Source: an optimization exercise on an open RTL-to-GDS flow (aim: small area, a short achievable clock period and few clock cycles per item). Production flows keep margins and buffers that such runs may drop.
RTL that was checked went through simulation tests only; none was proved equivalent to the original.
Only the layout flow was run in run 3; the RTL was not checked for function there.
Power and IR drop assume default switching activity.

===== design.v =====
package hedc_pkg;
	localparam int CFG_IDX_W = 3;
	localparam logic [CFG_IDX_W-1:0] CFG_START_BYTE   = 3'd0;
	localparam logic [CFG_IDX_W-1:0] CFG_ENV_VERSION  = 3'd1;
	localparam logic [CFG_IDX_W-1:0] CFG_FRAME_MARKER = 3'd2;
	localparam logic [CFG_IDX_W-1:0] CFG_FRAME_VER    = 3'd3;
	localparam logic [CFG_IDX_W-1:0] CFG_FRAME_KIND   = 3'd4;
	localparam logic [7:0] START_BYTE_RST   = 8'hA5;
	localparam logic [7:0] ENV_VERSION_RST  = 8'h01;
	localparam logic [7:0] FRAME_MARKER_RST = 8'hD7;
	localparam logic [7:0] FRAME_VER_RST    = 8'h02;
	localparam logic [7:0] FRAME_KIND_RST   = 8'h01;
	localparam int ENV_VER_POS  = 1;
	localparam int EMIT_FIRST   = 2;
	localparam int INNER_OFFSET = 4;
	localparam logic [15:0] CRC_INIT = 16'hFFFF;
	localparam logic [15:0] CRC_POLY = 16'h1021;
	localparam logic [15:0] CRC_MSB  = 16'h8000;
	typedef enum logic [7:0] {
		ST_IDLE    = 8'b0000_0001,
		ST_CHECK   = 8'b0000_0010,
		ST_FLUSH   = 8'b0000_0100,
		ST_DECIDE  = 8'b0000_1000,
		ST_SCAN    = 8'b0001_0000,
		ST_COPY    = 8'b0010_0000,
		ST_EMIT_RD = 8'b0100_0000,
		ST_EMIT_WR = 8'b1000_0000
	} hedc_state_t;
	typedef struct packed {
		logic       clr;
		logic       vld;
		logic [7:0] data;
		logic       env_ver;
		logic       marker;
		logic       fver;
		logic       kind;
		logic       crc_en;
		logic       got_hi;
		logic       got_lo;
	} hedc_chk_t;
	function automatic logic [15:0] crc16_byte(input logic [15:0] crc, input logic [7:0] data);
		logic [15:0] c;
		c = crc ^ {data, 8'h00};
		for (int b = 0; b < 8; b++) begin
			if ((c & CRC_MSB) != 16'h0000) begin
				c = (c << 1) ^ CRC_POLY;
			end else begin
				c = c << 1;
			end
		end
		crc16_byte = c;
	endfunction
endpackage
module hedc_ram #(
	parameter int WIDTH = 8,
	parameter int DEPTH = 40
) (
	input  logic                     clk,
	input  logic                     we,
	input  logic [$clog2(DEPTH)-1:0] waddr,
	input  logic [WIDTH-1:0]         wdata,
	input  logic                     re,
	input  logic [$clog2(DEPTH)-1:0] raddr,
	output logic [WIDTH-1:0]         rdata
);
	logic [WIDTH-1:0] mem_q [DEPTH];
	logic [WIDTH-1:0] rdata_q;
	always_ff @(posedge clk) begin
		if (we) begin
			mem_q[waddr] <= wdata;
		end
		if (re) begin
			rdata_q <= mem_q[raddr];
		end
	end
	assign rdata = rdata_q;
endmodule
module hedc_check (
	input  logic                clk,
	input  logic                arst_n,
	input  logic [7:0]          env_version,
	input  logic [7:0]          frame_marker,
	input  logic [7:0]          frame_version,
	input  logic [7:0]          frame_kind,
	input  hedc_pkg::hedc_chk_t beat,
	output logic                pass
);
	logic        ok_q;
	logic [15:0] crc_q;
	logic [15:0] got_q;
	logic        bad;
	assign bad = (beat.env_ver && (beat.data != env_version)) ||
		(beat.marker && (beat.data != frame_marker)) ||
		(beat.fver && (beat.data != frame_version)) ||
		(beat.kind && (beat.data != frame_kind));
	always_ff @(posedge clk or negedge arst_n) begin
		if (!arst_n) begin
			ok_q <= 1'b0;
		end else if (beat.clr) begin
			ok_q <= 1'b1;
		end else if (beat.vld && bad) begin
			ok_q <= 1'b0;
		end
	end
	always_ff @(posedge clk) begin
		if (beat.clr) begin
			crc_q <= hedc_pkg::CRC_INIT;
		end else if (beat.vld) begin
			if (beat.crc_en) begin
				crc_q <= hedc_pkg::crc16_byte(crc_q, beat.data);
			end
			if (beat.got_hi) begin
				got_q[15:8] <= beat.data;
			end
			if (beat.got_lo) begin
				got_q[7:0] <= beat.data;
			end
		end
	end
	assign pass = ok_q && (got_q == crc_q);
endmodule
module host_envelope_deframer_crc16_core #(
	parameter int ENVELOPE_BYTES    = 40,
	parameter int INNER_FRAME_BYTES = 36
) (
	input  logic                           clk,
	input  logic                           arst_n,
	input  logic                           cfg_we,
	input  logic [hedc_pkg::CFG_IDX_W-1:0] cfg_idx,
	input  logic [7:0]                     cfg_data,
	input  logic                           rx_valid,
	output logic                           rx_stall,
	input  logic [7:0]                     rx_byte,
	output logic                           out_valid,
	input  logic                           out_stall,
	output logic [7:0]                     out_byte,
	output logic                           out_last
);
	localparam int          NS      = 38;    
	localparam logic [5:0]  LASTPOS = 6'd39;
	function automatic logic [5:0] inc(input logic [5:0] p);
		inc = (p == 6'(NS - 1)) ? 6'd0 : p + 6'd1;
	endfunction
	logic [7:0] start_q, env_ver_q, marker_q, fver_q, kind_q;
	logic       in_v;
	logic [7:0] in_b;
	logic [7:0] mem [NS];
	logic [5:0] wp;       
	logic [5:0] ra;       
	logic [5:0] nf;       
	logic [5:0]  pos;     
	logic        ok;
	logic [15:0] crc;
	logic        fs_found;
	logic        fs_is1;
	logic [5:0]  fs_next;  
	logic        repro;   
	logic        rfull;   
	logic        rv;      
	logic        out_valid_q;
	logic [7:0]  out_byte_q;
	logic        out_last_q;
	logic        full, pos_ge2, consume, cv, is_start, empty, take, eq, last;
	logic        good, wr, ld, rd_out, rd_rep, rd;
	logic [7:0]  cb, cmp;
	logic [5:0]  wp_next, ra_inc;
	assign full     = (nf != 6'd0) && (wp == ra);
	assign pos_ge2  = (pos[5:1] != 5'd0);
	assign consume  = in_v && !repro && !rv && !(full && pos_ge2);
	assign rx_stall = in_v && !consume;
	assign cv       = rv || consume;
	assign cb       = rv ? out_byte_q : in_b;
	assign is_start = (cb == start_q);
	assign empty    = (pos == 6'd0);
	assign last     = (pos == LASTPOS);
	assign take     = cv && (!empty || is_start);
	assign wr       = consume && pos_ge2;
	assign wp_next  = wr ? inc(wp) : wp;
	always_comb begin
		case (pos)
			6'd1:    cmp = env_ver_q;
			6'd4:    cmp = marker_q;
			6'd5:    cmp = fver_q;
			6'd6:    cmp = kind_q;
			6'd38:   cmp = crc[15:8];
			default: cmp = crc[7:0];
		endcase
	end
	assign eq   = (cb == cmp);
	assign good = ok && eq;
	assign ld     = !out_valid_q || !out_stall;
	assign rd_out = ld && (nf != 6'd0);
	assign rd_rep = ld && repro && ((ra != wp) || rfull);
	assign rd     = rd_out || rd_rep;
	assign ra_inc = inc(ra);
	always_ff @(posedge clk) begin
		if (wr) begin
			mem[wp] <= in_b;
		end
	end
	always_ff @(posedge clk) begin
		if (!rx_stall) begin
			in_b <= rx_byte;
		end
		if (rd) begin
			out_byte_q <= mem[ra];
			out_last_q <= (nf == 6'd1);
		end
		if (cv) begin
			if (pos[5:2] == 4'd0) begin
				crc <= hedc_pkg::CRC_INIT;
			end else if (pos < 6'd38) begin
				crc <= hedc_pkg::crc16_byte(crc, cb);
			end
			if (pos == 6'd1) begin
				ok <= eq;
			end else if ((pos == 6'd4) || (pos == 6'd5) || (pos == 6'd6) || (pos == 6'd38)) begin
				ok <= ok && eq;
			end
			if (!empty && !last && is_start && !fs_found) begin
				fs_next <= rv ? ra : wp_next;
				fs_is1  <= (pos == 6'd1);
			end
		end
	end
	always_ff @(posedge clk or negedge arst_n) begin
		if (!arst_n) begin
			start_q     <= hedc_pkg::START_BYTE_RST;
			env_ver_q   <= hedc_pkg::ENV_VERSION_RST;
			marker_q    <= hedc_pkg::FRAME_MARKER_RST;
			fver_q      <= hedc_pkg::FRAME_VER_RST;
			kind_q      <= hedc_pkg::FRAME_KIND_RST;
			in_v        <= 1'b0;
			wp          <= '0;
			ra          <= '0;
			nf          <= '0;
			pos         <= '0;
			fs_found    <= 1'b0;
			repro       <= 1'b0;
			rfull       <= 1'b0;
			rv          <= 1'b0;
			out_valid_q <= 1'b0;
		end else begin
			if (cfg_we) begin
				case (cfg_idx)
					hedc_pkg::CFG_START_BYTE:   start_q   <= cfg_data;
					hedc_pkg::CFG_ENV_VERSION:  env_ver_q <= cfg_data;
					hedc_pkg::CFG_FRAME_MARKER: marker_q  <= cfg_data;
					hedc_pkg::CFG_FRAME_VER:    fver_q    <= cfg_data;
					hedc_pkg::CFG_FRAME_KIND:   kind_q    <= cfg_data;
					default: begin
					end
				endcase
			end
			if (!rx_stall) begin
				in_v <= rx_valid;
			end
			wp <= wp_next;
			if (ld) begin
				out_valid_q <= rd_out;
			end
			if (rd) begin
				ra <= ra_inc;
			end
			if (rd_out) begin
				nf <= nf - 6'd1;
			end
			rv <= rd_rep;
			if (rd_rep) begin
				rfull <= 1'b0;
				if (ra_inc == wp) begin
					repro <= 1'b0;
				end
			end else if (repro && ld) begin
				repro <= 1'b0;
			end
			if (take) begin
				if (empty) begin
					pos      <= 6'd1;
					fs_found <= 1'b0;
				end else if (last) begin
					fs_found <= 1'b0;
					if (good) begin
						pos <= 6'd0;
						nf  <= 6'(NS);
						ra  <= wp_next;
					end else if (fs_found) begin
						pos   <= 6'd1;
						ra    <= fs_next;
						repro <= 1'b1;
						rfull <= fs_is1;
					end else if (is_start) begin
						pos <= 6'd1;
					end else begin
						pos <= 6'd0;
					end
				end else begin
					pos <= pos + 6'd1;
					if (is_start) begin
						fs_found <= 1'b1;
					end
				end
			end
		end
	end
	assign out_valid = out_valid_q;
	assign out_byte  = out_byte_q;
	assign out_last  = out_last_q;
endmodule

===== run.sh =====
#!/bin/bash
# synth_recipe.tcl (not shown) runs the flow's synth.tcl, then flattens the netlist and writes it again
# the make line also repeats each setting of config.mk as NAME=value (left out here)
make -C /OpenROAD-flow-scripts/flow DESIGN_CONFIG=/design/flow/config.mk WORK_HOME=/design/flow/orfs CLKGATE_MAP_FILE= SYNTH_SCRIPT=/design/flow/synth_recipe.tcl finish

===== config.mk =====
export PLATFORM = sky130hd
export DESIGN_NAME = host_envelope_deframer_crc16_core
export DESIGN_NICKNAME = host_envelope_deframer_crc16_core
export VERILOG_FILES = /design/flow/design.v
export SDC_FILE = /design/flow/constraint.sdc
export NUM_CORES = 4
export LEC_CHECK = 0
export CAP_MARGIN = 20
export CORE_MARGIN = 2
export CORE_UTILIZATION = 40
export PLACE_DENSITY = 0.6
export SLEW_MARGIN = 20

===== constraint.sdc =====
create_clock -name core_clock -period 5.0 [get_ports {clk}]
set_input_delay 1.0000 -clock core_clock [delete_from_list [all_inputs] [get_ports {clk}]]
set_output_delay 1.0000 -clock core_clock [all_outputs]
set_load 0.01 [all_outputs]

==> results of run 1 <==
-- layout make-up --
cell class / count / area share, %
sequential: 415 / 60.9
multi-input combinational: 549 / 26.1
clock buffer: 50 / 5.53
tap: 585 / 3.67
timing repair buffer: 56 / 2.59
clock inverter: 26 / 0.998
inverter: 15 / 0.282
-- worst max-delay path, cell delays in order (launching register included) --
cell	delay, ns
sky130_fd_sc_hd__dfrtp_1	0.60
sky130_fd_sc_hd__or4_1	0.93
sky130_fd_sc_hd__nor2_1	0.17
sky130_fd_sc_hd__o21ai_0	0.09
sky130_fd_sc_hd__nand2_1	0.07
sky130_fd_sc_hd__buf_4	0.25
sky130_fd_sc_hd__inv_1	0.06
sky130_fd_sc_hd__clkdlybuf4s50_1	0.48
-- placed cells by master (no fill, tap or decap), drive strengths merged, types with 4 or more instances in the layout --
master,synthesis,routed
a31oi,5,5
xor2,15,15
o21ai,26,26
a222oi,5,5
clkdlybuf4s50,0,33
mux2i,32,32
nor2,72,72
buf,21,23
a221oi,4,4
nor4,6,6
nor3b,6,6
ha,10,10
clkbuf,37,50
o211ai,10,10
nand4,5,5
clkinv,0,18
edfxtp,345,345
mux2,44,44
inv,15,18
nand2,62,62
dfrtp,57,57
mux4,88,88
xnor2,43,43
a21oi,19,19
or2,5,5
nand3b,5,5
and3,7,7
nor3,8,8
and2,6,6
o22ai,5,5
nand3,13,13
dfstp,13,13
-- path summary, 6_finish.rpt --
check / end / cells after the start / from
max: rx_stall / 7 / pos[5]
min: marker_q[5] / 1 / marker_q[5]
max reg2reg: ra[0] / 10 / pos[1]
min reg2reg: marker_q[5] / 1 / marker_q[5]
max in group asynchronous: ra[1] / 1 / arst_n
min in group asynchronous: rfull / 1 / arst_n
-- through the flow --
stage / util, % / area (µm²) / hold WS [ns] / power (mW) / std cells
after floorplan: - / 17600 / 0.473 / 7.42 / 1037
after global placement: 43.1 / 18600 / 0.488 / 8.54 / 1620
after detailed placement: 43.1 / 18600 / 0.498 / 8.58 / 1620
after CTS: 46.1 / 19900 / 0.512 / 11.6 / 1696
after global routing: 46.1 / 19900 / 0.527 / 12.1 / 1696
final: 46.1 / 19900 / 0.512 / 11.5 / 1696
-- sequential cells by signal, summed over array words and instances, names as in the netlist, 6 cells and up --
register / cells
wp: 6
in_b: 8
nf: 6
marker_q: 8
out_byte_q: 8
env_ver_q: 8
fver_q: 8
fs_next: 6
ra: 6
mem: 304
crc: 16
start_q: 8
kind_q: 8
pos: 6
-- power breakdown --
group / switching (mW) / internal (mW) / leakage (nW)
registers: 0.423 / 4.56 / 3.95
logic: 1.97 / 1.53 / 2.06
clock network: 1.31 / 1.69 / 0.628
-- kinds of logic after synthesis --
group	Yosys count	share of synthesized area (%)
and+or+nand+nor	217	6.17
AOI/OAI and AO/OA	100	3.83
muxes	164	15.9
adders and majority gates	10	0.710
DFF	415	68.8
buffers and inverters	73	1.73
xor gates and xnor gates	58	2.88
-- layer usage --
layer	share of wire [%]	vias to the layer above
met5	0	-
met4	2.4	0
met3	4.6	56
met2	48	222
met1	45	4760
li1	-	4161
==> run notes, run 1 <==
The I/O pin count was 35. STA classifies the critical path endpoint as an output pin. The global routing's busiest layer is met2. Prior to clock tree synthesis, the placed netlist has a worst setup slack of 1.18 ns. Buffers inserted during clock tree synthesis total 43. The number of antenna diodes in the final layout is 0. The synthesized netlist contains 71 unique library cells. For this design, the sink count on the clock tree is 415. The logs give 40.7% for the initial core utilization and 6.64 nW for the static power due to leakage. The run gives 0 as the number of endpoints with negative hold slack in the final report.

The synthesized design contains 415 register bits. The largest net degree at the start of global routing is 91, and the final critical-path setup slack is 0.777 ns. The count of hold buffers inserted by post-cts repair was 0; the number of core rows was 76. The area share of the leading cell type in the synthesized netlist was 58.8%; the final antenna-violating net count was 0. Post-route clock period utilization: 84.5%. For this run, design rule violations remaining after detail routing come to 0.

At the end of the flow, the number of nets in the layout was 1,114. Maximum clock frequency: 237 MHz. Setup repair after global routing left no endpoint under its margin.

In the global route stage, met3 resource usage came out at 2.64%. The total power divided by cell area was 575 nW/µm²; the post-synth net total was 1,071. The startpoint-to-endpoint class of the critical path was reg2out. The setup TNS is 0 ns, and the final critical delay including setup and external delays is 4.22 ns. The buffer cell driving the clock tree root is sky130_fd_sc_hd__clkbuf_16.

Across every metal layer, demand over resource in global routing totals 16.9%. During placement, the flow inserted port buffers numbering 34. The logs give 12,100 µm² for the storage element area and 36.8% for the max-slew headroom at the worst pin. The run finished with no timing, DRC or antenna violations. On the final layout, the worst clock skew is 0.0234 ns. In the synthesized netlist, the cells that appear most often are 345 x sky130_fd_sc_hd__edfxtp_1, 88 x sky130_fd_sc_hd__mux4_2, 70 x sky130_fd_sc_hd__nor2_1, 61 x sky130_fd_sc_hd__nand2_1, 57 x sky130_fd_sc_hd__dfrtp_1. For the met1 usage, the log shows 23.9%. The post-synthesis area per instance works out to 17.0 µm².

The aggregate routed wire length is 38,000 µm. For the worst setup path, the data arrival time is 3.22 ns. Compared with the post-synthesis result, the final layout area differs by 13.1%. The clock transition at the registers of the reported paths works out to 0.06 ns. For this run, the leading register cell type out of synthesis is sky130_fd_sc_hd__edfxtp_1. Setup violations remaining at the end of the flow were counted as 0. The highest net fanout along the worst path was 19; the fill cell instance count of the final layout was 3,705. The tools report the quantity of gates resized following cts as 0.

Global placement routability congestion: 0.804. TritonCTS built the clock tree. Half-perimeter wire length after placement: 23,900 µm. The H-tree was split into 2 levels. The tools report the footprint of the multi-input gates as 5200 µm².

The initial antenna violation count was 0; the violation count after the first detailed-route iteration was 770. The routed wirelength normalized by instance count works out to 22.4 µm. The most common cell in the synthesized netlist is sky130_fd_sc_hd__edfxtp_1. The worst-case IR drop observed on VDD is 0.331 mV. The number of warnings reported in the yosys synthesis log was 1.

The first global-routing pass estimated 59,000 µm of wire. The cell count after synthesis came out at 1,037. The worst setup path is launched from a flip-flop. By area the synthesized netlist is led by sky130_fd_sc_hd__edfxtp_1 59%, sky130_fd_sc_hd__mux4_2 11%, sky130_fd_sc_hd__dfrtp_1 8.1%. The synthesized design spends more area on one cell type than any other, namely sky130_fd_sc_hd__edfxtp_1. For this run, global-route usage on met2 was measured as 26.9%.

The final number of max-transition violations is 0, and the total die area is 45,800 µm². Width of the die: 214 µm. The via count of the first global-routing pass was 9,402. In this run, synthesis inferred 345 flip-flops with an integrated enable. STA puts the critical path data required time at 4.00 ns. The region available for standard cell placement spans 43,300 µm². The tool flagged a number of max-cap violations equal to 0.

Summing the sequential cell areas from Yosys gives 68.8% of the chip area. At the pin with the least slew margin, the transition time is 0.945 ns. The routed via count was 9,199; the chip height was 214 µm. Cells with a size suffix above 1 make up 21.9% of the layout.

Buffers added to address setup during post-CTS repair amount to 0. The clock reaches the later pin of the worst-skew pair after 0.57 ns. Summing every instance area after synthesis gives 17,600 µm². Before antenna repair, the detailed router went through 7 iterations.

Counting flops with an async set or reset pin after synthesis yields a share of 16.9%. The per-cell via count in the routed design is 5.42, and the maximum count of clock buffers along a single path is 3. The worst hold path belongs to the class reg2reg.

The register-to-register path setup slack was 1.16 ns; the residual overflow from global routing was 0.
Testbench counts, summed over its fixed seeds: cycles 18,481, beats 12,008.
==> run 2: changes to the inputs <==
--- a/design.v
+++ b/design.v
@@ -138,23 +138,25 @@
 );
-	localparam int          NS      = 38;    
-	localparam logic [5:0]  LASTPOS = 6'd39;
-	function automatic logic [5:0] inc(input logic [5:0] p);
-		inc = (p == 6'(NS - 1)) ? 6'd0 : p + 6'd1;
+	localparam int         NS      = 38;         
+	localparam logic [5:0] DMAX    = 6'(NS - 1);
+	localparam logic [5:0] LASTPOS = 6'd39;
+	function automatic logic [5:0] dstep(input logic [5:0] d);
+		dstep = (d == 6'd0) ? DMAX : d - 6'd1;
 	endfunction
 	logic [7:0] start_q, env_ver_q, marker_q, fver_q, kind_q;
-	logic       in_v;
-	logic [7:0] in_b;
-	logic [7:0] mem [NS];
-	logic [5:0] wp;       
-	logic [5:0] ra;       
-	logic [5:0] nf;       
-	logic [5:0]  pos;     
+	logic       in_v, sk_v;
+	logic [7:0] in_b, sk_b;
+	logic [7:0] drum [NS];
+	logic [7:0] tap;        
+	logic [5:0] dr;         
+	logic [5:0] dw;         
+	logic [5:0] df;         
+	logic [5:0] nf;         
+	logic       anchored;   
+	logic [5:0]  pos;       
 	logic        ok;
 	logic [15:0] crc;
-	logic        fs_found;
-	logic        fs_is1;
-	logic [5:0]  fs_next;  
-	logic        repro;   
-	logic        rfull;   
-	logic        rv;      
+	logic        ff;        
+	logic        fp1;       
+	logic        repro;     
+	logic        rphase;    
 	logic        out_valid_q;
@@ -162,12 +164,18 @@
 	logic        out_last_q;
-	logic        full, pos_ge2, consume, cv, is_start, empty, take, eq, last;
-	logic        good, wr, ld, rd_out, rd_rep, rd;
-	logic [7:0]  cb, cmp;
-	logic [5:0]  wp_next, ra_inc;
-	assign full     = (nf != 6'd0) && (wp == ra);
-	assign pos_ge2  = (pos[5:1] != 5'd0);
-	assign consume  = in_v && !repro && !rv && !(full && pos_ge2);
-	assign rx_stall = in_v && !consume;
-	assign cv       = rv || consume;
-	assign cb       = rv ? out_byte_q : in_b;
+	logic ld, rd_out, rep_end, rd_re, rep_active, pos_ge2, store_ok, consume, wr;
+	logic cv, is_start, empty, last, take, eq, good, in_free, incoming;
+	logic [7:0] cb, cmp;
+	assign tap        = drum[NS-1];
+	assign ld         = !out_valid_q || !out_stall;
+	assign rd_out     = (nf != 6'd0) && (dr == 6'd0) && ld;
+	assign rep_end    = repro && rphase && (dw == 6'd0);
+	assign rep_active = repro && !rep_end;
+	assign rd_re      = rep_active && (rphase || (df == 6'd0));
+	assign pos_ge2    = (pos[5:1] != 5'd0);
+	assign store_ok   = anchored ? ((dw == 6'd0) && !((nf != 6'd0) && (dr == 6'd0) && !rd_out))
+	                             : ((nf == 6'd0) || rd_out);
+	assign consume    = in_v && !rep_active && (!pos_ge2 || store_ok);
+	assign wr         = consume && pos_ge2;
+	assign cv       = rd_re || consume;
+	assign cb       = rd_re ? tap : in_b;
 	assign is_start = (cb == start_q);
@@ -176,4 +184,2 @@
 	assign take     = cv && (!empty || is_start);
-	assign wr       = consume && pos_ge2;
-	assign wp_next  = wr ? inc(wp) : wp;
 	always_comb begin
@@ -190,10 +196,9 @@
 	assign good = ok && eq;
-	assign ld     = !out_valid_q || !out_stall;
-	assign rd_out = ld && (nf != 6'd0);
-	assign rd_rep = ld && repro && ((ra != wp) || rfull);
-	assign rd     = rd_out || rd_rep;
-	assign ra_inc = inc(ra);
+	assign in_free  = !in_v || consume;
+	assign incoming = rx_valid && !sk_v;
+	assign rx_stall = sk_v;
 	always_ff @(posedge clk) begin
-		if (wr) begin
-			mem[wp] <= in_b;
+		drum[0] <= wr ? in_b : tap;
+		for (int k = 1; k < NS; k++) begin
+			drum[k] <= drum[k-1];
 		end
@@ -201,9 +206,15 @@
 	always_ff @(posedge clk) begin
-		if (!rx_stall) begin
-			in_b <= rx_byte;
+		if (!sk_v) begin
+			sk_b <= rx_byte;
 		end
-		if (rd) begin
-			out_byte_q <= mem[ra];
+		if (in_free) begin
+			in_b <= sk_v ? sk_b : rx_byte;
+		end
+		if (rd_out) begin
+			out_byte_q <= tap;
 			out_last_q <= (nf == 6'd1);
 		end
+		dr <= rd_out ? 6'd0 : dstep(dr);
+		dw <= wr ? 6'd0 : dstep(dw);
+		df <= dstep(df);
 		if (cv) begin
@@ -219,5 +230,21 @@
 			end
-			if (!empty && !last && is_start && !fs_found) begin
-				fs_next <= rv ? ra : wp_next;
-				fs_is1  <= (pos == 6'd1);
+		end
+		if (wr && fp1) begin
+			df  <= DMAX;
+			fp1 <= 1'b0;
+		end
+		if (take) begin
+			if (empty || last) begin
+				ff  <= 1'b0;
+				fp1 <= 1'b0;
+			end else if (is_start && !ff) begin
+				ff <= 1'b1;
+				if (rd_re || wr) begin
+					df <= 6'd0;
+				end else begin
+					fp1 <= 1'b1;
+				end
+			end
+			if (last && good) begin
+				dr <= 6'd0;
 			end
@@ -233,10 +260,8 @@
 			in_v        <= 1'b0;
-			wp          <= '0;
-			ra          <= '0;
+			sk_v        <= 1'b0;
 			nf          <= '0;
+			anchored    <= 1'b0;
 			pos         <= '0;
-			fs_found    <= 1'b0;
 			repro       <= 1'b0;
-			rfull       <= 1'b0;
-			rv          <= 1'b0;
+			rphase      <= 1'b0;
 			out_valid_q <= 1'b0;
@@ -254,6 +279,8 @@
 			end
-			if (!rx_stall) begin
-				in_v <= rx_valid;
+			if (in_free) begin
+				in_v <= sk_v || incoming;
+				sk_v <= 1'b0;
+			end else if (incoming) begin
+				sk_v <= 1'b1;
 			end
-			wp <= wp_next;
 			if (ld) begin
@@ -261,5 +288,2 @@
 			end
-			if (rd) begin
-				ra <= ra_inc;
-			end
 			if (rd_out) begin
@@ -267,11 +291,11 @@
 			end
-			rv <= rd_rep;
-			if (rd_rep) begin
-				rfull <= 1'b0;
-				if (ra_inc == wp) begin
-					repro <= 1'b0;
-				end
-			end else if (repro && ld) begin
+			if (rd_re) begin
+				rphase <= 1'b1;
+			end
+			if (rep_end) begin
 				repro <= 1'b0;
 			end
+			if (wr) begin
+				anchored <= 1'b1;
+			end
 			if (take) begin
@@ -279,18 +303,18 @@
 					pos      <= 6'd1;
-					fs_found <= 1'b0;
 				end else if (last) begin
-					fs_found <= 1'b0;
 					if (good) begin
-						pos <= 6'd0;
-						nf  <= 6'(NS);
-						ra  <= wp_next;
-					end else if (fs_found) begin
-						pos   <= 6'd1;
-						ra    <= fs_next;
-						repro <= 1'b1;
-						rfull <= fs_is1;
+						pos      <= 6'd0;
+						nf       <= 6'(NS);
+						anchored <= 1'b0;
+					end else if (ff) begin
+						pos      <= 6'd1;
+						repro    <= 1'b1;
+						rphase   <= 1'b0;
+						anchored <= 1'b1;
 					end else if (is_start) begin
-						pos <= 6'd1;
+						pos      <= 6'd1;
+						anchored <= 1'b0;
 					end else begin
-						pos <= 6'd0;
+						pos      <= 6'd0;
+						anchored <= 1'b0;
 					end
@@ -298,5 +322,2 @@
 					pos <= pos + 6'd1;
-					if (is_start) begin
-						fs_found <= 1'b1;
-					end
 				end
==> run notes, run 2 <==
The flow ran to the end and the layout has no timing, DRC or antenna violations. For the clock latency of the later-clocked register in the worst-skew pair, the log shows 0.53 ns (-0.04 ns). The total placed instance area is 12,900 µm² (-31%).

For the max capacitance violation total, the log shows 0 (unchanged). The logs give 12,200 µm² (-31%) for the post-synthesis instance area and 4 (-3) for the number of iterations in the first detailed-routing pass. The count of buffers from port buffering is 34 (unchanged), and the final antenna-violating net count is 0 (unchanged). The tools report the setup TNS as 0 ns (unchanged). The type of element capturing the critical path is a flip-flop. The final design instance area without fill was 14,300 µm² (-28%); the highest net fanout along the worst path was 13 (-6). Leaving out fill and tap cells, the most frequent cells in the layout are 331 x sky130_fd_sc_hd__dfxtp_1, 69 x sky130_fd_sc_hd__nand2_1, 48 x sky130_fd_sc_hd__mux2_2.

The clock net sink count is 424 (+2.2%), and the maximum clock frequency is 294 MHz (+24%). The via count of the first global-routing pass came out at 6,172 (-34%). Number of remaining DRC errors: 0 (unchanged). The largest total area in the synthesized netlist belongs to sky130_fd_sc_hd__dfxtp_1. Setup repair after global routing left no endpoint under its margin. The run gives 0 (unchanged) as the number of diodes.

The tools report the final critical-path setup slack as 1.60 ns (+0.820 ns). The routed via count came out at 6,110 (-34%). The largest net degree at the start of global routing is 59 (-35%), and the quantity of gates resized following cts is 0 (unchanged). The post-synthesis area per instance was 14.3 µm² (-16%); the initial antenna violation count was 0 (unchanged). The standard cell core area is 29,800 µm² (-31%), and the post-route clock period utilization is 68.0% (-16 points). The final number of max-transition violations came out at 0 (unchanged). The setup path with the least slack is of type reg2reg. Relative to the synthesized area, the layout overhead comes to 17.6%. The per-cell via count in the routed design is 4.58 (-16%), and the number of core rows is 63 (-17%).

The tools report the number of clock buffers inserted by TritonCTS as 41 (-4.7%). The async set-or-reset flop fraction in the synthesized netlist came out at 13.7% (-3.2 points). The area share of the leading cell type in the synthesized netlist works out to 54.4% (-4.4 points). For the largest vdd supply drop, the log shows 0.341 mV (+3.1%). By count the netlist is led by 331 x sky130_fd_sc_hd__dfxtp_1, 69 x sky130_fd_sc_hd__nand2_1, 48 x sky130_fd_sc_hd__mux2_2, 45 x sky130_fd_sc_hd__dfrtp_1, 35 x sky130_fd_sc_hd__edfxtp_1.

The tools report the worst endpoint required time as 5.46 ns (+1.46 ns). Final critical delay including setup and external delays: 3.40 ns (-0.820 ns). The width of the die works out to 179 µm (-17%).

The slew at the pin closest to its max-slew limit was 0.860 ns (-0.0854 ns). The post-CTS setup repair buffer count came out at 0 (unchanged). The run gives 72 (+1.4%) as the count of distinct cell types in the synthesized netlist. Most instantiated flip-flop cell in the synthesis netlist: sky130_fd_sc_hd__dfxtp_1.

The chip height was 179 µm (-17%); the setup skew after layout was 0.0120 ns (-0.0114 ns). The number of flops mapped to enable cells by yosys was 35 (-90%); the number of endpoints with negative hold slack in the final report was 0 (unchanged). The logs give 42.3% (+5.5 points) for the max-slew headroom at the worst pin and 0 (unchanged) for the count of hold buffers inserted by post-cts repair. The half-perimeter wire length after placement was 13,300 µm (-44%); the utilization after layout was 48.1% (+2.0 points). In the final layout, the registers with the most flip-flops are drum: 304 flops, crc: 16 flops.

The startpoint type of the worst setup path is a flip-flop. The worst min-delay path category was reg2reg. The layout cell share with drive strength beyond 1 is 17.8% (-4.1 points). The residual overflow from global routing came out at 0 (unchanged).

Global-route usage over all layers: 13.4% (-3.5 points). Leaving out fill and tap cells, the most frequent cell in the layout is sky130_fd_sc_hd__dfxtp_1. The run gives 884 (-17%) as the post-synth net total.

The logs give 0.853 (+6.1%) for the global placement routability congestion and 20,400 µm (-46%) for the aggregate routed wire length. The global-route wire length before repair was 33,500 µm (-43%); the instance count of the mapped netlist was 849 (-18%). The maximum count of clock buffers along a single path is 3 (unchanged), and the total power divided by cell area is 494 nW/µm² (-14%).

The initial core utilization was 40.9% (+0.13 points). Violation count after the first detailed-route iteration: 314 (-59%). The tools report the number of warnings reported in the yosys synthesis log as 2 (+1).

The number of synthesized register bits was 424 (+2.2%). Sorting the synthesized cells by area gives the leading types as sky130_fd_sc_hd__dfxtp_1 54%, sky130_fd_sc_hd__dfrtp_1 9.2%, sky130_fd_sc_hd__edfxtp_1 8.6%. The tools report the static power due to leakage as 5.59 nW (-16%).

Setup-violating endpoint count in the final report: 0 (unchanged). The most common cell in the netlist was sky130_fd_sc_hd__dfxtp_1. The logs give 949 (-15%) for the total number of nets in the final design and 3.86 ns (+0.64 ns) for the worst endpoint data arrival time. Counting flops per register, the top entry is drum.

The logs give 35 (unchanged) for the I/O pin count and 2 (unchanged) for the total number of H-tree levels. The final total power is 7.08 mW (-38%). Number of flip-flops under the largest register name: 304 (unchanged).

The sequential-to-total area share from yosys stat came out at 75.1% (+6.3 points). TritonCTS built the clock tree. The logs give 31,900 µm² (-30%) for the total die area and 1.60 ns (+0.413 ns) for the minimum setup slack after placement. The routed wirelength normalized by instance count was 15.3 µm (-32%). The tree is rooted in a sky130_fd_sc_hd__clkbuf_16.

The clock transition at the registers of the reported paths is 0.06 ns (about the same).
==> run 2: power breakdown <==
group	internal, mW	leakage [nW]	switching (mW)
clock network	1.79	0.683	1.26
registers	3.58	3.63	0.0954
logic	0.187	1.28	0.161
total	5.56	5.59	1.52
==> run 2: metal layers <==
| layer | part of all wire [%] | global-route usage, % | vias up |
|---|---|---|---|
| li1 | - | - | 3040 |
| met1 | 48 | 18.5 | 2911 |
| met2 | 44 | 20.5 | 111 |
| met3 | 4.3 | 3.11 | 48 |
| met4 | 3.1 | 5.01 | 0 |
| met5 | 0 | 0 | - |
==> run 2: final timing paths <==
| check | startpoint | end | slack (ns) | cells past startpoint |
|---|---|---|---|---|
| hold reg to reg | drum[13][2] | drum[14][2] | 0.32 | 0 |
| setup reg to reg | dw[2] | nf[5] | 1.60 | 8 |
| hold / removal | drum[13][2] | drum[14][2] | 0.32 | 0 |
| setup / recovery | dw[2] | nf[5] | 1.60 | 8 |
| max in group asynchronous | arst_n | fver_q[3] | 3.77 | 2 |
| min in group asynchronous | arst_n | nf[5] | 0.63 | 2 |
==> run 2: kinds of logic (layout without fill, tap and decap cells) <==
| logic type | after synthesis | count (layout) | synth area share (%) |
|---|---|---|---|
| flip-flops | 424 | 424 | 75.1 |
| AND/OR/NAND/NOR | 199 | 199 | 9.00 |
| AO/OA/AOI/OAI | 79 | 79 | 4.67 |
| multiplexers | 60 | 60 | 5.42 |
| XOR/XNOR | 46 | 46 | 3.43 |
| buffers and inverters | 30 | 125 | 1.26 |
| adder cells (fa/ha/maj) | 11 | 11 | 1.13 |
==> run 2: layout make-up <==
class | instances | area [µm²]
Clock buffer | 56 | 1230
Clock inverter | 17 | 160
Fill cell | 2602 | 15500
Inverter | 13 | 48.8
Multi-Input combinational cell | 395 | 2890
Sequential cell | 424 | 9150
Tap cell | 390 | 488
Timing Repair Buffer | 39 | 373
==> run 2: through the flow <==
| stage | cells | hold slack (ns) |
|---|---|---|
| 2_1_floorplan | 849 | 0.310 |
| 3_3_place_gp | 1261 | 0.310 |
| 3_5_place_dp | 1261 | 0.312 |
| 4_1_cts | 1334 | 0.324 |
| 5_1_grt | 1334 | 0.328 |
| 6_report | 1334 | 0.322 |
==> run 2: critical path: stages (launching register included) <==
cell and delay [ns]:
sky130_fd_sc_hd__dfxtp_1 0.34, sky130_fd_sc_hd__or3_4 0.40, sky130_fd_sc_hd__o21ai_1 0.70, sky130_fd_sc_hd__o21ai_1 0.30, sky130_fd_sc_hd__and4_4 0.26, sky130_fd_sc_hd__nor4_4 0.27, sky130_fd_sc_hd__nand4_2 0.21, sky130_fd_sc_hd__nor3_4 0.65
sky130_fd_sc_hd__nand2b_1 0.20
Testbench counts of run 2, summed over its fixed seeds: cycles 19,430, beats 12,008.
==> run 3: changes to the inputs <==
--- a/design.v
+++ b/design.v
@@ -138,5 +138,4 @@
 );
-	localparam int         NS      = 38;         
-	localparam logic [5:0] DMAX    = 6'(NS - 1);
-	localparam logic [5:0] LASTPOS = 6'd39;
+	localparam int         NS   = 38;         
+	localparam logic [5:0] DMAX = 6'(NS - 1);
 	function automatic logic [5:0] dstep(input logic [5:0] d);
@@ -147,16 +146,20 @@
 	logic [7:0] in_b, sk_b;
+	logic       in_st, sk_st;
 	logic [7:0] drum [NS];
-	logic [7:0] tap;        
-	logic [5:0] dr;         
-	logic [5:0] dw;         
-	logic [5:0] df;         
-	logic [5:0] nf;         
-	logic       anchored;   
-	logic [5:0]  pos;       
+	logic [7:0] tap;         
+	logic       tap_st;      
+	logic [5:0] dr, dw, df;  
+	logic       dr0, dw0, df0;
+	logic [5:0] nf;          
+	logic       nz;          
+	logic       anchored;    
+	logic [5:0]  pos;        
 	logic        ok;
 	logic [15:0] crc;
-	logic        ff;        
-	logic        fp1;       
-	logic        repro;     
-	logic        rphase;    
+	logic [7:0]  cmp_q;      
+	logic        ff;         
+	logic        fp1;        
+	logic        repro;      
+	logic        rphase;     
+	logic        rdre;       
 	logic        out_valid_q;
@@ -164,34 +167,32 @@
 	logic        out_last_q;
-	logic ld, rd_out, rep_end, rd_re, rep_active, pos_ge2, store_ok, consume, wr;
-	logic cv, is_start, empty, last, take, eq, good, in_free, incoming;
-	logic [7:0] cb, cmp;
+	logic ld, rd_out, rep_end, rep_active, ge2, store_ok, consume, wr;
+	logic cv, cst, e0, last, take, eqv, good, in_free, incoming, cmp_rx;
+	logic to1, to0, inc, enter_rep, set_df0, set_dfm, vgood;
+	logic [7:0]  cb;
+	logic [15:0] crc_step;
 	assign tap        = drum[NS-1];
 	assign ld         = !out_valid_q || !out_stall;
-	assign rd_out     = (nf != 6'd0) && (dr == 6'd0) && ld;
-	assign rep_end    = repro && rphase && (dw == 6'd0);
+	assign rd_out     = nz && dr0 && ld;
+	assign rep_end    = repro && rphase && dw0;
 	assign rep_active = repro && !rep_end;
-	assign rd_re      = rep_active && (rphase || (df == 6'd0));
-	assign pos_ge2    = (pos[5:1] != 5'd0);
-	assign store_ok   = anchored ? ((dw == 6'd0) && !((nf != 6'd0) && (dr == 6'd0) && !rd_out))
-	                             : ((nf == 6'd0) || rd_out);
-	assign consume    = in_v && !rep_active && (!pos_ge2 || store_ok);
-	assign wr         = consume && pos_ge2;
-	assign cv       = rd_re || consume;
-	assign cb       = rd_re ? tap : in_b;
-	assign is_start = (cb == start_q);
-	assign empty    = (pos == 6'd0);
-	assign last     = (pos == LASTPOS);
-	assign take     = cv && (!empty || is_start);
-	always_comb begin
-		case (pos)
-			6'd1:    cmp = env_ver_q;
-			6'd4:    cmp = marker_q;
-			6'd5:    cmp = fver_q;
-			6'd6:    cmp = kind_q;
-			6'd38:   cmp = crc[15:8];
-			default: cmp = crc[7:0];
-		endcase
-	end
-	assign eq   = (cb == cmp);
-	assign good = ok && eq;
+	assign ge2        = (pos[5:1] != 5'd0);
+	assign store_ok   = anchored ? (dw0 && !(nz && dr0 && !rd_out)) : (!nz || rd_out);
+	assign consume    = in_v && !rep_active && (!ge2 || store_ok);
+	assign wr         = consume && ge2;
+	assign cv   = rdre || consume;
+	assign cb   = rdre ? tap : in_b;
+	assign cst  = rdre ? tap_st : in_st;
+	assign e0   = (pos == 6'd0);
+	assign last = (pos == 6'd39);
+	assign take = cv && (!e0 || cst);
+	assign eqv  = (cb == cmp_q);
+	assign good = ok && eqv;
+	assign to1   = take && (e0 || (last && !good && (ff || cst)));
+	assign to0   = take && last && (good || !(ff || cst));
+	assign inc   = take && !e0 && !last;
+	assign vgood = take && last && good;
+	assign enter_rep = take && last && !good && ff;
+	assign set_df0 = take && !e0 && !last && cst && !ff && (rdre || wr);
+	assign set_dfm = wr && fp1;
+	assign crc_step = hedc_pkg::crc16_byte(crc, cb);
 	assign in_free  = !in_v || consume;
@@ -199,2 +200,3 @@
 	assign rx_stall = sk_v;
+	assign cmp_rx   = (rx_byte == start_q);
 	always_ff @(posedge clk) begin
@@ -204,2 +206,3 @@
 		end
+		tap_st <= (drum[NS-2] == start_q);
 	end
@@ -207,6 +210,8 @@
 		if (!sk_v) begin
-			sk_b <= rx_byte;
+			sk_b  <= rx_byte;
+			sk_st <= cmp_rx;
 		end
 		if (in_free) begin
-			in_b <= sk_v ? sk_b : rx_byte;
+			in_b  <= sk_v ? sk_b : rx_byte;
+			in_st <= sk_v ? sk_st : cmp_rx;
 		end
@@ -216,5 +221,5 @@
 		end
-		dr <= rd_out ? 6'd0 : dstep(dr);
+		dr <= (rd_out || vgood) ? 6'd0 : dstep(dr);
 		dw <= wr ? 6'd0 : dstep(dw);
-		df <= dstep(df);
+		df <= set_df0 ? 6'd0 : set_dfm ? DMAX : dstep(df);
 		if (cv) begin
@@ -223,12 +228,24 @@
 			end else if (pos < 6'd38) begin
-				crc <= hedc_pkg::crc16_byte(crc, cb);
+				crc <= crc_step;
 			end
 			if (pos == 6'd1) begin
-				ok <= eq;
+				ok <= eqv;
 			end else if ((pos == 6'd4) || (pos == 6'd5) || (pos == 6'd6) || (pos == 6'd38)) begin
-				ok <= ok && eq;
+				ok <= ok && eqv;
 			end
 		end
-		if (wr && fp1) begin
-			df  <= DMAX;
+		if (to1) begin
+			cmp_q <= env_ver_q;
+		end else if (inc) begin
+			case (pos)
+				6'd3:    cmp_q <= marker_q;
+				6'd4:    cmp_q <= fver_q;
+				6'd5:    cmp_q <= kind_q;
+				6'd37:   cmp_q <= crc_step[15:8];
+				6'd38:   cmp_q <= crc[7:0];
+				default: begin
+				end
+			endcase
+		end
+		if (set_dfm) begin
 			fp1 <= 1'b0;
@@ -236,10 +253,8 @@
 		if (take) begin
-			if (empty || last) begin
+			if (e0 || last) begin
 				ff  <= 1'b0;
 				fp1 <= 1'b0;
-			end else if (is_start && !ff) begin
+			end else if (cst && !ff) begin
 				ff <= 1'b1;
-				if (rd_re || wr) begin
-					df <= 6'd0;
-				end else begin
+				if (!(rdre || wr)) begin
 					fp1 <= 1'b1;
@@ -247,7 +262,9 @@
 			end
-			if (last && good) begin
-				dr <= 6'd0;
-			end
 		end
 	end
+	logic repro_n, rphase_n, dw0_n, df0_n;
+	assign repro_n  = enter_rep || (repro && !rep_end);
+	assign rphase_n = !enter_rep && (rphase || rdre);
+	assign dw0_n    = wr || (dw == 6'd1);
+	assign df0_n    = set_df0 || (!set_dfm && (df == 6'd1));
 	always_ff @(posedge clk or negedge arst_n) begin
@@ -262,2 +279,3 @@
 			nf          <= '0;
+			nz          <= 1'b0;
 			anchored    <= 1'b0;
@@ -266,2 +284,6 @@
 			rphase      <= 1'b0;
+			rdre        <= 1'b0;
+			dr0         <= 1'b0;
+			dw0         <= 1'b0;
+			df0         <= 1'b0;
 			out_valid_q <= 1'b0;
@@ -288,10 +310,21 @@
 			end
-			if (rd_out) begin
+			if (vgood) begin
+				nf <= 6'(NS);
+				nz <= 1'b1;
+			end else if (rd_out) begin
 				nf <= nf - 6'd1;
+				nz <= (nf != 6'd1);
 			end
-			if (rd_re) begin
-				rphase <= 1'b1;
-			end
-			if (rep_end) begin
-				repro <= 1'b0;
+			dr0 <= rd_out || vgood || (dr == 6'd1);
+			dw0 <= dw0_n;
+			df0 <= df0_n;
+			repro  <= repro_n;
+			rphase <= rphase_n;
+			rdre   <= repro_n && !(rphase_n && dw0_n) && (rphase_n || df0_n);
+			if (to1) begin
+				pos <= 6'd1;
+			end else if (to0) begin
+				pos <= 6'd0;
+			end else if (inc) begin
+				pos <= pos + 6'd1;
 			end
@@ -300,25 +333,4 @@
 			end
-			if (take) begin
-				if (empty) begin
-					pos      <= 6'd1;
-				end else if (last) begin
-					if (good) begin
-						pos      <= 6'd0;
-						nf       <= 6'(NS);
-						anchored <= 1'b0;
-					end else if (ff) begin
-						pos      <= 6'd1;
-						repro    <= 1'b1;
-						rphase   <= 1'b0;
-						anchored <= 1'b1;
-					end else if (is_start) begin
-						pos      <= 6'd1;
-						anchored <= 1'b0;
-					end else begin
-						pos      <= 6'd0;
-						anchored <= 1'b0;
-					end
-				end else begin
-					pos <= pos + 6'd1;
-				end
+			if (take && last) begin
+				anchored <= enter_rep;
 			end
--- a/config.mk
+++ b/config.mk
@@ -7,2 +7,3 @@
 export LEC_CHECK = 0
+export ABC_CLOCK_PERIOD_IN_PS = 2000
 export CAP_MARGIN = 20
@@ -11,2 +12,3 @@
 export PLACE_DENSITY = 0.6
+export SETUP_SLACK_MARGIN = 2.8
 export SLEW_MARGIN = 20
==> run notes, run 3 <==
The run finished with no timing, DRC or antenna violations. The routed wirelength normalized by instance count is 15.5 µm (+1.3%), and the static power due to leakage is 6.15 nW (+10%). The area share of the leading cell type in the synthesized netlist is 52.8% (-1.6 points). The chip height came out at 182 µm (+1.8%). The largest net degree at the start of global routing was 34 (-42%); the number of clock buffers inserted by TritonCTS was 41 (unchanged).

The number of remaining DRC errors was 0 (unchanged). Residual overflow from global routing: 0 (unchanged). The number of core rows came out at 65 (+3.2%). For the total number of nets in the final design, the log shows 984 (+3.7%).

STA classifies the critical path endpoint as a flip-flop. The signal on the critical path passes through buf_4, mux2i_4, xnor2_2, nor4_4, nand3_4, o21ai_4, buf_12, mux2_4. Yosys attributes the largest share of cell area to sky130_fd_sc_hd__dfxtp_1 53%, sky130_fd_sc_hd__edfxtp_1 10%, sky130_fd_sc_hd__dfrtp_1 9.7%.

The clock transition at the registers of the reported paths works out to 0.06 ns (about the same). The register-to-register path setup slack was 2.58 ns (+0.98 ns). The tools report the final hold slack as 0.321 ns (-0.000793 ns). For the fill cell instance count of the final layout, the log shows 2,641 (+1.5%). The maximum count of clock buffers along a single path is 3 (unchanged). Leading cell type in the layout, fill and taps excluded: sky130_fd_sc_hd__dfxtp_1. The highest net fanout along the worst path came out at 9 (-4).

The cell count after placement was 1,278 (+1.3%); the instance count of the mapped netlist was 854 (+0.59%). The width of the die is 182 µm (+1.8%). The storage element area is 9570 µm² (+4.6%), and the cell count of the worst reg-to-reg path is 8 (unchanged). The logs give 0 (unchanged) for the count of hold buffers inserted by post-cts repair and 0 (unchanged) for the number of endpoints with negative hold slack in the final report.

Initial core utilization: 40.3% (-0.56 points). The run gives 0 ns (unchanged) as the setup TNS. For the setup skew after layout, the log shows 0.0204 ns (+0.00847 ns). In this run the worst hold path is classified as reg2reg.

The run gives 12,600 µm² (+3.6%) as the post-synthesis instance area. The worst flop-to-flop path startpoint is rdre. The worst setup path is of the reg2reg kind. In the final layout, the registers with the most flip-flops are drum: 304 flops, crc: 16 flops. The final antenna-violating net count was 0 (unchanged).

The count of distinct cell types in the synthesized netlist is 54 (-25%). The I/O pin count is 35 (unchanged), and the post-route clock period utilization is 48.5% (-20 points). The worst endpoint required time is 5.27 ns (-0.19 ns), and the cell depth of the worst min-delay path is 0 (unchanged). Number of buffer and inverter instances along the worst setup path: 2 (+2).

The clock net sink count was 439 (+3.5%). The sequential-to-total area share from yosys stat was 75.7% (+0.61 points). The number of diodes is 0 (unchanged).

The worst setup path is launched from a flip-flop. The library cells used most frequently in the layout, excluding fill and tap cells, are 333 x sky130_fd_sc_hd__dfxtp_1, 55 x sky130_fd_sc_hd__mux2_2, 51 x sky130_fd_sc_hd__nand2_1. Per-cell via count in the routed design: 4.54 (-0.81%). The max-slew headroom at the worst pin was 48.2% (+5.9 points). The run gives 33,000 µm² (+3.6%) as the total die area.

Tracing the worst setup path back leads to its startpoint at rdre. TritonCTS built the clock tree. The initial antenna violation count is 0 (unchanged), and the layout overhead on the synthesized area is 20.9%. For the final design instance area without fill, the log shows 15,300 µm² (+6.6%). Family with the most delay on the worst path: flip-flops. The clock latency of the later-clocked register in the worst-skew pair came out at 0.53 ns (about the same).

The tools report the worst endpoint data arrival time as 2.69 ns (-1.17 ns). The total power divided by cell area is 459 nW/µm² (-7.2%). The total placed instance area is 13,500 µm² (+4.0%). The largest area contributor in the netlist was sky130_fd_sc_hd__dfxtp_1. Counting flops per register, the top entry is drum.

Among all flip-flop cells after synthesis, the most frequent one is sky130_fd_sc_hd__dfxtp_1. The half-perimeter wire length after placement came out at 13,500 µm (+0.92%). Aggregate routed wire length: 21,300 µm (+4.6%). Routed via count: 6,256 (+2.4%). Yosys instantiated no cell more often than sky130_fd_sc_hd__dfxtp_1. The tools report the terminus of the critical flop-to-flop path as cmp_q[3]. The async set-or-reset flop fraction in the synthesized netlist is 14.1% (+0.44 points), and the layout cell share with drive strength beyond 1 is 25.2% (+7.4 points). The number of flops mapped to enable cells by yosys was 44 (+26%). Number of warnings reported in the yosys synthesis log: 2 (unchanged). After synthesis, the most frequently instantiated cells are 333 x sky130_fd_sc_hd__dfxtp_1, 55 x sky130_fd_sc_hd__mux2_2, 54 x sky130_fd_sc_hd__xnor2_1, 53 x sky130_fd_sc_hd__nand2_1, 49 x sky130_fd_sc_hd__dfrtp_1. The count of buffers from port buffering works out to 34 (unchanged). The tools report the final cell count without fillers as 1,377 (+3.2%). The standard cell core area is 31,300 µm² (+5.1%), and the final critical delay including setup and external delays is 2.42 ns (-0.980 ns). Setup repair after global routing could not meet its margin everywhere. The total number of H-tree levels came out at 2 (unchanged).

The delay contributed by the slowest stage of the critical path works out to 0.55 ns (-0.15 ns). The worst-path cell with the longest stage delay is sky130_fd_sc_hd__dfrtp_4. The logs give 6,382 (+3.4%) for the via count of the first global-routing pass and 893 (+1.0%) for the post-synth net total.

CTS placed an instance of sky130_fd_sc_hd__clkbuf_16 at the clock tree root. Number of flip-flops under the largest register name: 304 (unchanged). For the violation count after the first detailed-route iteration, the log shows 436 (+39%). The post-synthesis area per instance is 14.8 µm² (+3.0%), and the number of iterations in the first detailed-routing pass is 5 (+1). For the final number of max-transition violations, the log shows 0 (unchanged). The number of synthesized register bits came out at 439 (+3.5%). The global-route usage over all layers is 13.2% (-0.18 points). The global-route wire length before repair is 34,600 µm (+3.3%), and the global placement routability congestion is 0.793 (-7.0%). In this run the most critical hold path is launched from drum[25][0]. The tools report the max capacitance violation total as 0 (unchanged).

The logs give 413 MHz (+40%) for the maximum clock frequency and 0.382 mV (+12%) for the largest vdd supply drop. Terminating pin of the worst hold path: drum[26][0]. The final total power was 7.00 mW (-1.1%); the slew at the pin closest to its max-slew limit was 0.777 ns (-0.0831 ns).

The tools report the footprint of the multi-input gates as 3250 µm² (+13%). The setup-violating endpoint count in the final report came out at 0 (unchanged).
==> run 3: layout make-up <==
cell class	instances	area share, %
Clock buffer	59	7.83
Clock inverter	14	0.803
Inverter	13	0.344
Multi-Input combinational cell	387	21.3
Sequential cell	439	62.7
Tap cell	402	3.29
Timing Repair Buffer	63	3.78
==> run 3: how the worst max path moves through the flow <==
| stage | endpoint | cells after the start | slack, ns |
|---|---|---|---|
| 2_1_floorplan | cmp_q[0] | 6 | 2.56 |
| 3_5_place_dp | df[3] | 7 | 1.88 |
| 4_1_cts | cmp_q[3] | 8 | 2.56 |
| 5_1_grt | cmp_q[3] | 8 | 2.53 |
| 6_report | cmp_q[3] | 8 | 2.58 |
| 3_3_place_gp | df[4] | 7 | 1.90 |
==> run 3: cells by family (layout without fill, tap and decap cells) <==
kind of cell / count (synthesis) / in the layout / share of synthesized area [%]
adders and majority gates: 15 / 15 / 1.49
and+or+nand+nor: 170 / 170 / 6.88
AOI/OAI and AO/OA: 61 / 61 / 3.49
DFF: 439 / 439 / 75.7
xor gates and xnor gates: 69 / 69 / 4.79
muxes: 72 / 72 / 6.63
buffers and inverters: 28 / 149 / 1.04
==> run 3: through the flow <==
stage	util (%)	setup WS [ns]
floorplan	-	2.56
global placement	43.0	1.90
detailed placement	43.0	1.88
CTS	48.0	2.56
global route	48.8	2.53
finish	48.8	2.58
==> run 3: what timing repair did <==
item | 4_1_cts | 5_1_grt
pin swaps | 11 | 7
buffers inserted | 16 | 10
resized for setup | 71 | 33
setup endpoints to repair | 139 | 66
==> run 3: per-layer routing <==
layer  global-route usage [%]  share of wire (%)  vias to the layer above
met1                     18.8                 49                     3048
li1                         -                  -                     3071
met5                        0                  0                        -
met4                     4.62                2.3                        0
met3                     2.71                3.8                       36
met2                     20.1                 45                      101
==> run 3: power by group <==
part           switching, mW  internal (mW)
Clock                   1.28           1.68
Sequential            0.0732           3.69
Combinational          0.117          0.166
Total                   1.47           5.53
==> run 4: changes to the inputs <==
--- a/design.v
+++ b/design.v
@@ -167,4 +167,7 @@
 	logic        out_last_q;
+	logic        o1_v;
+	logic [7:0]  o1_b;
+	logic        o1_l;
 	logic ld, rd_out, rep_end, rep_active, ge2, store_ok, consume, wr;
-	logic cv, cst, e0, last, take, eqv, good, in_free, incoming, cmp_rx;
+	logic cv, cst, e0, last, take, eqv, eq_in, eq_tap, good, in_free, incoming, cmp_rx;
 	logic to1, to0, inc, enter_rep, set_df0, set_dfm, vgood;
@@ -174,3 +177,3 @@
 	assign ld         = !out_valid_q || !out_stall;
-	assign rd_out     = nz && dr0 && ld;
+	assign rd_out     = nz && dr0 && !o1_v;
 	assign rep_end    = repro && rphase && dw0;
@@ -178,3 +181,3 @@
 	assign ge2        = (pos[5:1] != 5'd0);
-	assign store_ok   = anchored ? (dw0 && !(nz && dr0 && !rd_out)) : (!nz || rd_out);
+	assign store_ok   = anchored ? (dw0 && !(nz && dr0 && o1_v)) : (!nz || rd_out);
 	assign consume    = in_v && !rep_active && (!ge2 || store_ok);
@@ -187,3 +190,5 @@
 	assign take = cv && (!e0 || cst);
-	assign eqv  = (cb == cmp_q);
+	assign eq_in  = (in_b == cmp_q);
+	assign eq_tap = (tap == cmp_q);
+	assign eqv    = rdre ? eq_tap : eq_in;
 	assign good = ok && eqv;
@@ -217,7 +222,11 @@
 		end
-		if (rd_out) begin
-			out_byte_q <= tap;
-			out_last_q <= (nf == 6'd1);
+		if (ld) begin
+			out_byte_q <= o1_v ? o1_b : tap;
+			out_last_q <= o1_v ? o1_l : (nf == 6'd1);
+		end
+		if (!o1_v) begin
+			o1_b <= tap;
+			o1_l <= (nf == 6'd1);
 		end
-		dr <= (rd_out || vgood) ? 6'd0 : dstep(dr);
+		dr <= (rd_out || (wr && !nz)) ? 6'd0 : dstep(dr);
 		dw <= wr ? 6'd0 : dstep(dw);
@@ -236,3 +245,3 @@
 		end
-		if (to1) begin
+		if (take && (e0 || last)) begin
 			cmp_q <= env_ver_q;
@@ -269,2 +278,8 @@
 	assign df0_n    = set_df0 || (!set_dfm && (df == 6'd1));
+	always_ff @(posedge clk) begin
+		dr0    <= rd_out || (wr && !nz) || (dr == 6'd1);
+		dw0    <= dw0_n;
+		df0    <= df0_n;
+		rphase <= rphase_n;
+	end
 	always_ff @(posedge clk or negedge arst_n) begin
@@ -283,8 +298,5 @@
 			repro       <= 1'b0;
-			rphase      <= 1'b0;
 			rdre        <= 1'b0;
-			dr0         <= 1'b0;
-			dw0         <= 1'b0;
-			df0         <= 1'b0;
 			out_valid_q <= 1'b0;
+			o1_v        <= 1'b0;
 		end else begin
@@ -308,3 +320,6 @@
 			if (ld) begin
-				out_valid_q <= rd_out;
+				out_valid_q <= o1_v || rd_out;
+				o1_v        <= 1'b0;
+			end else if (rd_out) begin
+				o1_v        <= 1'b1;
 			end
@@ -317,7 +332,3 @@
 			end
-			dr0 <= rd_out || vgood || (dr == 6'd1);
-			dw0 <= dw0_n;
-			df0 <= df0_n;
 			repro  <= repro_n;
-			rphase <= rphase_n;
 			rdre   <= repro_n && !(rphase_n && dw0_n) && (rphase_n || df0_n);
--- a/config.mk
+++ b/config.mk
@@ -11,4 +11,5 @@
 export CORE_UTILIZATION = 40
+export CTS_BUF_LIST = sky130_fd_sc_hd__clkbuf_4 sky130_fd_sc_hd__clkbuf_8
 export PLACE_DENSITY = 0.6
-export SETUP_SLACK_MARGIN = 2.8
+export SETUP_SLACK_MARGIN = 3.0
 export SLEW_MARGIN = 20
==> run notes, run 4 <==
The run finished with no timing, DRC or antenna violations. The count of buffers from port buffering is 34 (unchanged), and the per-cell via count in the routed design is 4.61 (+1.5%). Ranked by total cell area, the synthesized netlist is headed by sky130_fd_sc_hd__dfxtp_1 54%, sky130_fd_sc_hd__edfxtp_1 10%, sky130_fd_sc_hd__dfrtp_1 9.1%. The number of clock buffers inserted by TritonCTS was 70 (+71%). The commonest cells after synthesis are 345 x sky130_fd_sc_hd__dfxtp_1, 64 x sky130_fd_sc_hd__mux2_2, 57 x sky130_fd_sc_hd__xnor2_1, 51 x sky130_fd_sc_hd__nand2_1, 47 x sky130_fd_sc_hd__dfrtp_1.

Max-slew headroom at the worst pin: 48.4% (+0.17 points). The storage element area was 9760 µm² (+2.0%); the count of hold buffers inserted by post-cts repair was 0 (unchanged). The post-route clock period utilization works out to 44.1% (-4.4 points). The most critical setup path has its endpoint at pos[0].

Setup repair after global routing could not meet its margin everywhere. The half-perimeter wire length after placement is 14,100 µm (+4.5%). The run gives 75.6% (about the same) as the sequential-to-total area share from yosys stat.

The tools report the footprint of the multi-input gates as 3720 µm² (+14%). Clock net sink count: 449 (+2.3%). STA classifies the critical path endpoint as a flip-flop. Setup-violating endpoint count in the final report: 0 (unchanged). The logs give 5 (unchanged) for the number of iterations in the first detailed-routing pass and 40.7% (+0.41 points) for the initial core utilization. The highest net fanout along the worst path is 6 (-3). The number of endpoints with negative hold slack in the final report came out at 0 (unchanged). The width of the die came out at 183 µm (+1.0%).

For the maximum count of clock buffers along a single path, the log shows 3 (unchanged). The post-synthesis instance area was 12,900 µm² (+2.1%); the instance count of the mapped netlist was 871 (+2.0%). Number of remaining DRC errors: 0 (unchanged).

Residual overflow from global routing: 0 (unchanged). The terminus of the critical flop-to-flop path is pos[0]. TritonCTS built the clock tree. The run gives 0 (unchanged) as the final antenna-violating net count. The total number of nets in the final design is 1,070 (+8.7%), and the number of flops mapped to enable cells by yosys is 44 (unchanged).

The total power divided by cell area is 728 nW/µm² (+59%). The worst min-delay path category was reg2reg. The standard cell core area is 31,600 µm² (+1.0%). Aggregate routed wire length: 23,500 µm (+10%). sky130_fd_sc_hd__dfxtp_1 takes more of the synthesized area than any other cell. The number of flip-flops under the largest register name is 304 (unchanged), and the worst endpoint data arrival time is 2.63 ns (-0.06 ns). The cell count after placement was 1,288 (+0.78%). The largest net degree at the start of global routing came out at 61 (+79%). The number of synthesized register bits came out at 449 (+2.3%). The start point of the worst hold path is drum[31][2].

The count of distinct cell types in the synthesized netlist was 63 (+17%). In the layout the commonest cells are 345 x sky130_fd_sc_hd__dfxtp_1, 83 x sky130_fd_sc_hd__clkbuf_8, 64 x sky130_fd_sc_hd__mux2_2. The logs give 65 (unchanged) for the number of core rows and 0 (unchanged) for the max capacitance violation total. The logs give 5.43 ns (+0.16 ns) for the worst endpoint required time and 0.57 ns (+0.04 ns) for the clock latency of the later-clocked register in the worst-skew pair.

The global-route wire length before repair came out at 36,600 µm (+6.0%). The tools report the number of diodes as 0 (unchanged). The logs give 6,869 (+7.6%) for the via count of the first global-routing pass and 454 MHz (+9.9%) for the maximum clock frequency.

The static power due to leakage was 6.63 nW (+7.9%); the setup TNS was 0 ns (unchanged). For the global placement routability congestion, the log shows 0.805 (+1.6%). The worst setup path is launched from a flip-flop.

The library cell used most frequently in the layout, excluding fill and tap cells, is sky130_fd_sc_hd__dfxtp_1. The tools report the total die area as 33,700 µm² (+2.0%). The final critical delay including setup and external delays was 2.20 ns (-0.219 ns); the chip height was 183 µm (+1.0%). The cell count of the worst reg-to-reg path is 8 (unchanged). Startpoint-to-endpoint class of the critical path: reg2reg. The startpoint identified for the worst register-to-register timing path is rdre.

The cell depth of the worst min-delay path was 0 (unchanged); the routed wirelength normalized by instance count was 15.8 µm (+2.0%). The async set-or-reset flop fraction in the synthesized netlist was 13.4% (-0.76 points). The clock transition at the registers of the reported paths was 0.06 ns (about the same); the final number of max-transition violations was 0 (unchanged).

The tools report the buffer cell driving the clock tree root as sky130_fd_sc_hd__clkbuf_8. The tools report the setup skew after layout as 0.0181 ns (-0.00232 ns). Area share of the leading cell type in the synthesized netlist: 53.6% (+0.79 points). Ranked by flip-flop count, first place goes to drum. The tools report the post-synth net total as 910 (+1.9%). The final cell count without fillers is 1,489 (+8.1%), and the post-synthesis area per instance is 14.8 µm² (about the same).

The fill cell instance count of the final layout came out at 2,599 (-1.6%). The violation count after the first detailed-route iteration is 497 (+14%), and the total number of H-tree levels is 3 (+1). The tools report the final total power as 12.0 mW (+72%). The routed via count is 6,869 (+9.8%), and the I/O pin count is 35 (unchanged).

The layout overhead on the synthesized area was 28.4%; the register-to-register path setup slack was 2.80 ns (+0.22 ns). The initial antenna violation count is 0 (unchanged), and the number of warnings reported in the yosys synthesis log is 2 (unchanged). The largest registers in the layout are drum: 304 flops, crc: 16 flops. The layout cell share with drive strength beyond 1 was 36.2% (+11 points); the largest vdd supply drop was 0.288 mV (-25%).

The worst setup path startpoint is rdre. The global-route usage over all layers is 13.9% (+0.70 points), and the slew at the pin closest to its max-slew limit is 0.767 ns (-0.00956 ns). The most common cell in the netlist was sky130_fd_sc_hd__dfxtp_1. For this run, the leading register cell type out of synthesis is sky130_fd_sc_hd__dfxtp_1.
run 4: changes by cell type after synthesis, sizes merged, moves of 6 or more:
| cell | before | now |
|---|---|---|
| and3 | 10 | 4 |
| xor2 | 15 | 9 |
| dfxtp | 333 | 345 |
| o22ai | 7 | 0 |
| buf | 6 | 15 |
| and2 | 10 | 2 |
| nor2 | 42 | 33 |
run 4: metal layers:
metal | vias to the layer above | wire length [µm] | track usage [%]
met4 | 0 | 580 | 5.25
met5 | - | 0 | 0
met1 | 3325 | 11900 | 20.4
li1 | 3351 | - | -
met2 | 148 | 10100 | 20.0
met3 | 45 | 961 | 3.33
run 4: stage by stage:
step / hold slack, ns / setup slack [ns] / area, µm² / utilization, %
floorplan: 0.310 / 2.78 / 13000 / -
global placement: 0.310 / 2.10 / 13700 / 43.3
detailed placement: 0.312 / 1.99 / 13700 / 43.3
CTS: 0.311 / 2.80 / 15800 / 50.0
global route: 0.313 / 2.73 / 16500 / 52.3
finish: 0.315 / 2.80 / 16500 / 52.3
run 4: layout make-up:
cell class	count	area share, %
Sequential cell	449	59.0
Multi-Input combinational cell	391	22.5
Clock buffer	107	8.00
Timing Repair Buffer	107	5.78
Tap cell	402	3.04
Clock inverter	21	1.34
Inverter	12	0.318
run 4: how the worst min path moves through the flow:
| stage | to | slack, ns |
|---|---|---|
| after floorplan | drum[10][0] | 0.31 |
| after global placement | drum[20][6] | 0.31 |
| after detailed placement | drum[15][0] | 0.31 |
| after CTS | drum[28][4] | 0.31 |
| after global routing | drum[28][4] | 0.31 |
| final | drum[32][2] | 0.31 |
run 4: repair_timing:
action	4_1_cts	5_1_grt
pin swaps	12	32
cloned	0	2
endpoints found under the setup margin	135	113
hold endpoints to repair	0	0
setup buffers	33	38
gates resized for setup	112	77
run 4: logic make-up (layout without fill, tap and decap cells):
family                     Yosys count  count (layout)  share of synthesized area, %
xor gates and xnor gates            66              66                          4.49
adders and majority gates           15              15                          1.46
AOI/OAI and AO/OA                   80              81                          4.57
muxes                               73              73                          6.29
buffers and inverters               33             247                          1.25
DFF                                449             449                          75.6
and+or+nand+nor                    155             156                          6.31
run 4: where the power goes:
| group | switching, mW | internal, mW | leakage (nW) | total (mW) |
|---|---|---|---|---|
| registers | 0.611 | 4.99 | 3.96 | 5.61 |
| logic | 1.48 | 1.71 | 1.85 | 3.19 |
| clock network | 1.37 | 1.87 | 0.821 | 3.24 |
run 4: critical path, stage by stage (launching register included):
cell and delay (ns):
sky130_fd_sc_hd__dfrtp_4 0.50, sky130_fd_sc_hd__buf_12 0.17, sky130_fd_sc_hd__mux2i_4 0.20, sky130_fd_sc_hd__xnor2_2 0.17, sky130_fd_sc_hd__nor4_4 0.38, sky130_fd_sc_hd__nand2_2 0.16
sky130_fd_sc_hd__buf_4 0.18, sky130_fd_sc_hd__a311oi_2 0.23, sky130_fd_sc_hd__a21oi_1 0.08
Testbench counts of run 4, summed over its fixed seeds: cycles 19,434, beats 12,008.

-- port drivers added, routing unchanged --
In the flow no input, the clock included, has a driving cell. The finished layouts below were timed again as built, in two steps.
Step 1, drivers: a clkbuf_16 drives clk and a buf_2 each remaining input, both assumed.
Step 2, shift: input delay + t, output delay - t, t = (earliest + latest rising clock arrival at the registers) / 2. This alone moves slack from input paths to output paths.
Slacks: ideal / step 1 / step 2; pairs: ideal / step 1.
run | t (ns) | setup WS [ns] | slew at the worst register clock pin (ns) | worst slew at a driven data input, ns
run 1 | 0.612 | 0.777 / 0.724 / 1.155 | 0.07 / 0.07 | 0.04
run 2 | 0.569 | 1.598 / 1.598 / 1.584 | 0.06 / 0.06 | 0.06
run 3 | 0.571 | 2.577 / 2.577 / 2.144 | 0.06 / 0.06 | 0.05
run 4 | 0.609 | 2.797 / 2.797 / 2.449 | 0.07 / 0.07 | 0.04
After both steps setup and hold are still met in every run listed. The setup slack of run 3, which loses most, moves by 0.000 ns with the drivers and by -0.433 ns with both steps.
